Context: an optimization exercise on an open-source flow, tuned for small area, a short achievable clock period and few clock cycles per item. The choices shown serve that exercise and are no tape-out recipe.
The RTL was checked by simulation tests, not by an equivalence proof against the original design.
Power and IR drop assume default switching activity.

==> flow/design.v (excerpt) <==
module sigmoidLayer #(
    parameter int NUM_LANES = 10
) (
    input  logic                                 clk,
    input  logic                                 rst,
    input  logic                                 inValid,
    output logic                                 inReady,
    input  sigmoidPkg::preAct_t [NUM_LANES-1:0] inData,
    output logic                                 outValid,
    input  logic                                 outReady,
    output sigmoidPkg::act_t [NUM_LANES-1:0]    outData
);
Size in the first run: ~330 I/O pins.
export LEC_CHECK = 0
export CAP_MARGIN = 20
export CORE_MARGIN = 2
export CORE_UTILIZATION = 40
export PLACE_DENSITY = 0.6
export SETUP_SLACK_MARGIN = 1.5
export SLEW_MARGIN = 20
create_clock -name core_clock -period 4.5 [get_ports {clk}]
standard.sh (not shown) runs the stock make flow with config.mk's settings and CLKGATE_MAP_FILE= SYNTH_SCRIPT=/design/flow/synth_recipe.tcl, a recipe that flattens the netlist after the stock synthesis.
==> flow/flow/run.sh <==
#!/bin/bash
# Standard synthesis, then the combinational logic re-mapped by ABC for area (registers kept
# as the standard synthesis made them), then the standard layout from floorplan to finish.
set -euo pipefail
W=$(pwd)
R=$W/orfs/results/${FLOW_PLATFORM}/sigmoidLayer/base
L=$W/orfs/logs/${FLOW_PLATFORM}/sigmoidLayer/base
LIB=$FLOW_HOME/platforms/${FLOW_PLATFORM}/lib/sky130_fd_sc_hd__tt_025C_1v80.lib

# 1. The standard synthesis
bash standard.sh $R/1_2_yosys.v > $W/log_1_synth.txt 2>&1
cp $R/1_2_yosys.v $W/std_1_2_yosys.v

# 2. Re-map the combinational cells for area
python3 $W/flow/mkmap.py $LIB $W/comb_cells.v > $W/log_2_mkmap.txt 2>&1
DONTUSE=$(grep -o -- "-dont_use [A-Za-z0-9_]*" $L/1_2_yosys.log | sort -u | tr '\n' ' ')
if [[ -f $W/flow/remap.abc ]]; then
  cp $W/flow/remap.abc $W/remap.abc
else
  printf 'strash\ndch -f\nmap -a\ntopo\nstime -p\n' > $W/remap.abc
fi
# The logic from the registers to the outputs may get its own (faster) mapping first
OUTPASS=""
if [[ -f $W/flow/remap_out.abc ]]; then
  cp $W/flow/remap_out.abc $W/remap_out.abc
  OUTPASS="select -set oc o:outData %ci*:-sky130_fd_sc_hd__edfxtp_1
abc -liberty $LIB $DONTUSE -script $W/remap_out.abc @oc
select -clear"
fi
cat > $W/remap.ys <<EOS
read_liberty -lib $LIB
read_verilog $W/std_1_2_yosys.v
hierarchy -top $FLOW_TOP
techmap -map $W/comb_cells.v
techmap
opt -purge
$OUTPASS
abc -liberty $LIB $DONTUSE -script $W/remap.abc
opt_clean -purge
hilomap -singleton -hicell sky130_fd_sc_hd__conb_1 HI -locell sky130_fd_sc_hd__conb_1 LO
insbuf -buf sky130_fd_sc_hd__buf_4 A X
splitnets
opt_clean -purge
stat -liberty $LIB
write_verilog -noattr -noexpr -nohex -nodec $W/remap_1_2_yosys.v
EOS
yosys -s $W/remap.ys > $W/log_2_remap.txt 2>&1
cp $W/remap_1_2_yosys.v $R/1_2_yosys.v
touch $R/1_2_yosys.v

# 3. The standard layout, with the smallest buffer on the ports
export BUFFER_PORTS_ARGS="-buffer_cell ${PORT_BUFFER:-sky130_fd_sc_hd__buf_1}"
bash standard.sh > $W/log_3_layout.txt 2>&1
==> flow/flow/remap.abc <==
strash
&get -n
&deepsyn -S 1 -T 120
&put
dch -f
map -D 1500
topo
stime -p
==> flow/flow/remap_out.abc <==
strash
dch -f
map -D 500
topo
stime -p
Other scripts of this flow, unchanged in this note and not shown: flow/flow/mkmap.py
The baseline went through all stages and came out clean.
Testbench counts at the start, summed over its fixed seeds: cycles 16,008, beats 16,000.
Then changed:
--- a/flow/flow/run.sh
+++ b/flow/flow/run.sh
@@ -29,3 +29,7 @@
 fi
-cat > $W/remap.ys <<EOS
+# One remap per seed of the area script (4 at a time); keep the smallest
+SEEDS=${REMAP_SEEDS:-$(cat $W/flow/remap_seeds 2>/dev/null || echo 1)}
+for S in $SEEDS; do
+  sed "s/-S [0-9]*/-S $S/" $W/remap.abc > $W/remap_s$S.abc
+  cat > $W/remap_s$S.ys <<EOS
 read_liberty -lib $LIB
@@ -37,3 +41,3 @@
 $OUTPASS
-abc -liberty $LIB $DONTUSE -script $W/remap.abc
+abc -liberty $LIB $DONTUSE -script $W/remap_s$S.abc
 opt_clean -purge
@@ -43,6 +47,17 @@
 opt_clean -purge
-stat -liberty $LIB
-write_verilog -noattr -noexpr -nohex -nodec $W/remap_1_2_yosys.v
+tee -o $W/remap_s$S.stat stat -liberty $LIB
+write_verilog -noattr -noexpr -nohex -nodec $W/remap_s$S.v
 EOS
-yosys -s $W/remap.ys > $W/log_2_remap.txt 2>&1
+  yosys -s $W/remap_s$S.ys > $W/log_2_remap_s$S.txt 2>&1 &
+  while (( $(jobs -r | wc -l) >= 4 )); do sleep 1; done
+done
+wait
+BEST=""; BESTA=""
+for S in $SEEDS; do
+  A=$(grep -o "Chip area for module .*: [0-9.]*" $W/remap_s$S.stat | awk '{print $NF}')
+  echo "seed $S area $A" >> $W/log_2_remap_pick.txt
+  if [[ -z "$BEST" ]] || python3 -c "import sys; sys.exit(0 if $A < $BESTA else 1)"; then BEST=$S; BESTA=$A; fi
+done
+echo "picked seed $BEST area $BESTA" >> $W/log_2_remap_pick.txt
+cp $W/remap_s$BEST.v $W/remap_1_2_yosys.v
 cp $W/remap_1_2_yosys.v $R/1_2_yosys.v
@@ -50,3 +65,3 @@
 
-# 3. The standard layout, with the smallest buffer on the ports
+if [[ -f $W/flow/skip_tie_fanout ]]; then export SKIP_REPAIR_TIE_FANOUT=1; fi
 export BUFFER_PORTS_ARGS="-buffer_cell ${PORT_BUFFER:-sky130_fd_sc_hd__buf_1}"
==> flow/flow/remap.abc (replaced) <==
strash
&get -n
&deepsyn -S 1 -T 120
&put
dch -f
map -D 1200
topo
stime -p
==> flow/flow/remap_seeds (new file) <==
1 2 3 4
==> flow/flow/skip_tie_fanout (new file) <==
tie cells: one for all constant outputs
Settings changed: CORE_UTILIZATION 40 to 55, CTS_BUF_LIST from default to sky130_fd_sc_hd__clkbuf_8, PLACE_DENSITY 0.6 to 0.65, SETUP_SLACK_MARGIN 1.5 to 1.7.
What happened: Combinational power is lower by about 4%; global-route usage grows by 6.6 points; hold slack got worse by 0.0074 ns; power went down by 8.9%; wire length goes down by 1.3%; non-clock buffer count came out lower by 4.
Then changed:
==> flow/flow/remap_out.abc (replaced) <==
strash
dch -f
map -D 700
topo
stime -p
Settings changed: CORE_UTILIZATION 55 to 40, PLACE_DENSITY 0.65 to 0.6, SETUP_SLACK_MARGIN 1.7 to 1.5.
What happened: The new run finished with timing, DRC and antenna clean; non-clock buffer count rises by 6; fmax came out lower by 8.1%; core utilization fell by 16 points; combinational power hardly moves.
Then changed:
==> flow/flow/remap_out.abc (replaced) <==
strash
dch -f
map -D 500
topo
stime -p
Settings changed: CORE_UTILIZATION 40 to 55, CTS_CLUSTER_SIZE from default to 30, PLACE_DENSITY 0.6 to 0.65, SETUP_SLACK_MARGIN 1.5 to 1.7.
Outcome: The new run ran to the end with no violations; synthesized area came out higher by 2.3%; design area came out higher by 0.93%; synthesized cell count came out higher by 4.0%; clock skew came out lower by 0.0038 ns; wire length came out higher by 1.0%; utilization came out higher by 16 points; global-route usage came out higher by 6.7 points; sequential share of layout area came out lower by 0.21 points; via count came out higher by 5.2%; setup slack improved by 0.24 ns; clock-buffer cell count does not change.
Then changed:
--- a/flow/flow/run.sh
+++ b/flow/flow/run.sh
@@ -29,7 +29,3 @@
 fi
-# One remap per seed of the area script (4 at a time); keep the smallest
-SEEDS=${REMAP_SEEDS:-$(cat $W/flow/remap_seeds 2>/dev/null || echo 1)}
-for S in $SEEDS; do
-  sed "s/-S [0-9]*/-S $S/" $W/remap.abc > $W/remap_s$S.abc
-  cat > $W/remap_s$S.ys <<EOS
+cat > $W/remap.ys <<EOS
 read_liberty -lib $LIB
@@ -41,3 +37,3 @@
 $OUTPASS
-abc -liberty $LIB $DONTUSE -script $W/remap_s$S.abc
+abc -liberty $LIB $DONTUSE -script $W/remap.abc
 opt_clean -purge
@@ -47,17 +43,6 @@
 opt_clean -purge
-tee -o $W/remap_s$S.stat stat -liberty $LIB
-write_verilog -noattr -noexpr -nohex -nodec $W/remap_s$S.v
+stat -liberty $LIB
+write_verilog -noattr -noexpr -nohex -nodec $W/remap_1_2_yosys.v
 EOS
-  yosys -s $W/remap_s$S.ys > $W/log_2_remap_s$S.txt 2>&1 &
-  while (( $(jobs -r | wc -l) >= 4 )); do sleep 1; done
-done
-wait
-BEST=""; BESTA=""
-for S in $SEEDS; do
-  A=$(grep -o "Chip area for module .*: [0-9.]*" $W/remap_s$S.stat | awk '{print $NF}')
-  echo "seed $S area $A" >> $W/log_2_remap_pick.txt
-  if [[ -z "$BEST" ]] || python3 -c "import sys; sys.exit(0 if $A < $BESTA else 1)"; then BEST=$S; BESTA=$A; fi
-done
-echo "picked seed $BEST area $BESTA" >> $W/log_2_remap_pick.txt
-cp $W/remap_s$BEST.v $W/remap_1_2_yosys.v
+yosys -s $W/remap.ys > $W/log_2_remap.txt 2>&1
 cp $W/remap_1_2_yosys.v $R/1_2_yosys.v
@@ -65,3 +50,3 @@
 
-if [[ -f $W/flow/skip_tie_fanout ]]; then export SKIP_REPAIR_TIE_FANOUT=1; fi
+# 3. The standard layout, with the smallest buffer on the ports
 export BUFFER_PORTS_ARGS="-buffer_cell ${PORT_BUFFER:-sky130_fd_sc_hd__buf_1}"
Settings changed: CORE_UTILIZATION 55 to 40, CTS_CLUSTER_SIZE 30 to default, PLACE_DENSITY 0.65 to 0.6, SETUP_SLACK_MARGIN 1.7 to 1.5.
removed: flow/flow/remap_seeds
removed: flow/flow/skip_tie_fanout
Final cell count increases by 7.4%.
Cell area increases by 2.6%.
Global-route usage decreases by 6.0 points.
Routed wire length increases by 3.7%.
Critical path depth increases by 1.
Die area increases by 38%.
Then changed:
--- a/flow/flow/run.sh
+++ b/flow/flow/run.sh
@@ -29,3 +29,7 @@
 fi
-cat > $W/remap.ys <<EOS
+# One remap per seed of the area script (4 at a time); keep the smallest
+SEEDS=${REMAP_SEEDS:-$(cat $W/flow/remap_seeds 2>/dev/null || echo 1)}
+for S in $SEEDS; do
+  sed "s/-S [0-9]*/-S $S/" $W/remap.abc > $W/remap_s$S.abc
+  cat > $W/remap_s$S.ys <<EOS
 read_liberty -lib $LIB
@@ -37,3 +41,3 @@
 $OUTPASS
-abc -liberty $LIB $DONTUSE -script $W/remap.abc
+abc -liberty $LIB $DONTUSE -script $W/remap_s$S.abc
 opt_clean -purge
@@ -43,6 +47,17 @@
 opt_clean -purge
-stat -liberty $LIB
-write_verilog -noattr -noexpr -nohex -nodec $W/remap_1_2_yosys.v
+tee -o $W/remap_s$S.stat stat -liberty $LIB
+write_verilog -noattr -noexpr -nohex -nodec $W/remap_s$S.v
 EOS
-yosys -s $W/remap.ys > $W/log_2_remap.txt 2>&1
+  yosys -s $W/remap_s$S.ys > $W/log_2_remap_s$S.txt 2>&1 &
+  while (( $(jobs -r | wc -l) >= 4 )); do sleep 1; done
+done
+wait
+BEST=""; BESTA=""
+for S in $SEEDS; do
+  A=$(grep -o "Chip area for module .*: [0-9.]*" $W/remap_s$S.stat | awk '{print $NF}')
+  echo "seed $S area $A" >> $W/log_2_remap_pick.txt
+  if [[ -z "$BEST" ]] || python3 -c "import sys; sys.exit(0 if $A < $BESTA else 1)"; then BEST=$S; BESTA=$A; fi
+done
+echo "picked seed $BEST area $BESTA" >> $W/log_2_remap_pick.txt
+cp $W/remap_s$BEST.v $W/remap_1_2_yosys.v
 cp $W/remap_1_2_yosys.v $R/1_2_yosys.v
==> flow/flow/remap_seeds (new file) <==
1 2 3 4
=> Power drops by 3.1%; design area drops by 1.1%; count of clock-buffer cells in the layout does not change; synthesized cell count drops by 1.1%; routed wire length decreases by 3.8%; synthesized area drops by 0.95%; worst setup slack loses 0.047 ns; critical path depth came out lower by 1.

## port drivers added, routing unchanged
The results above use ideal ports. As a check the final layouts listed here were re-extracted and re-timed, cells and wires unchanged.
Step 1 assumes that a clkbuf_16 drives the clock port and a buf_2 every other input.
Step 2, shift: input delay + t, output delay - t, t = (earliest + latest rising clock arrival at the registers) / 2. This alone moves slack from input paths to output paths.
a / b / c = ideal / step 1 / step 2; a / b = the first two.
run | shift t [ns] | setup slack, ns | worst slew at a driven data input, ns
the first run | 0.389 | 1.618 / 1.641 / 1.253 | 0.08
the second run | 0.416 | 1.822 / 1.786 / 1.408 | 0.09
the third run | 0.419 | 1.585 / 1.544 / 1.263 | 0.08
the fourth run | 0.416 | 1.822 / 1.786 / 1.408 | 0.09
the fifth run | 0.412 | 1.703 / 1.695 / 1.311 | 0.07
the sixth run | 0.410 | 1.656 / 1.673 / 1.262 | 0.09
After both steps setup and hold are still met in every run listed.
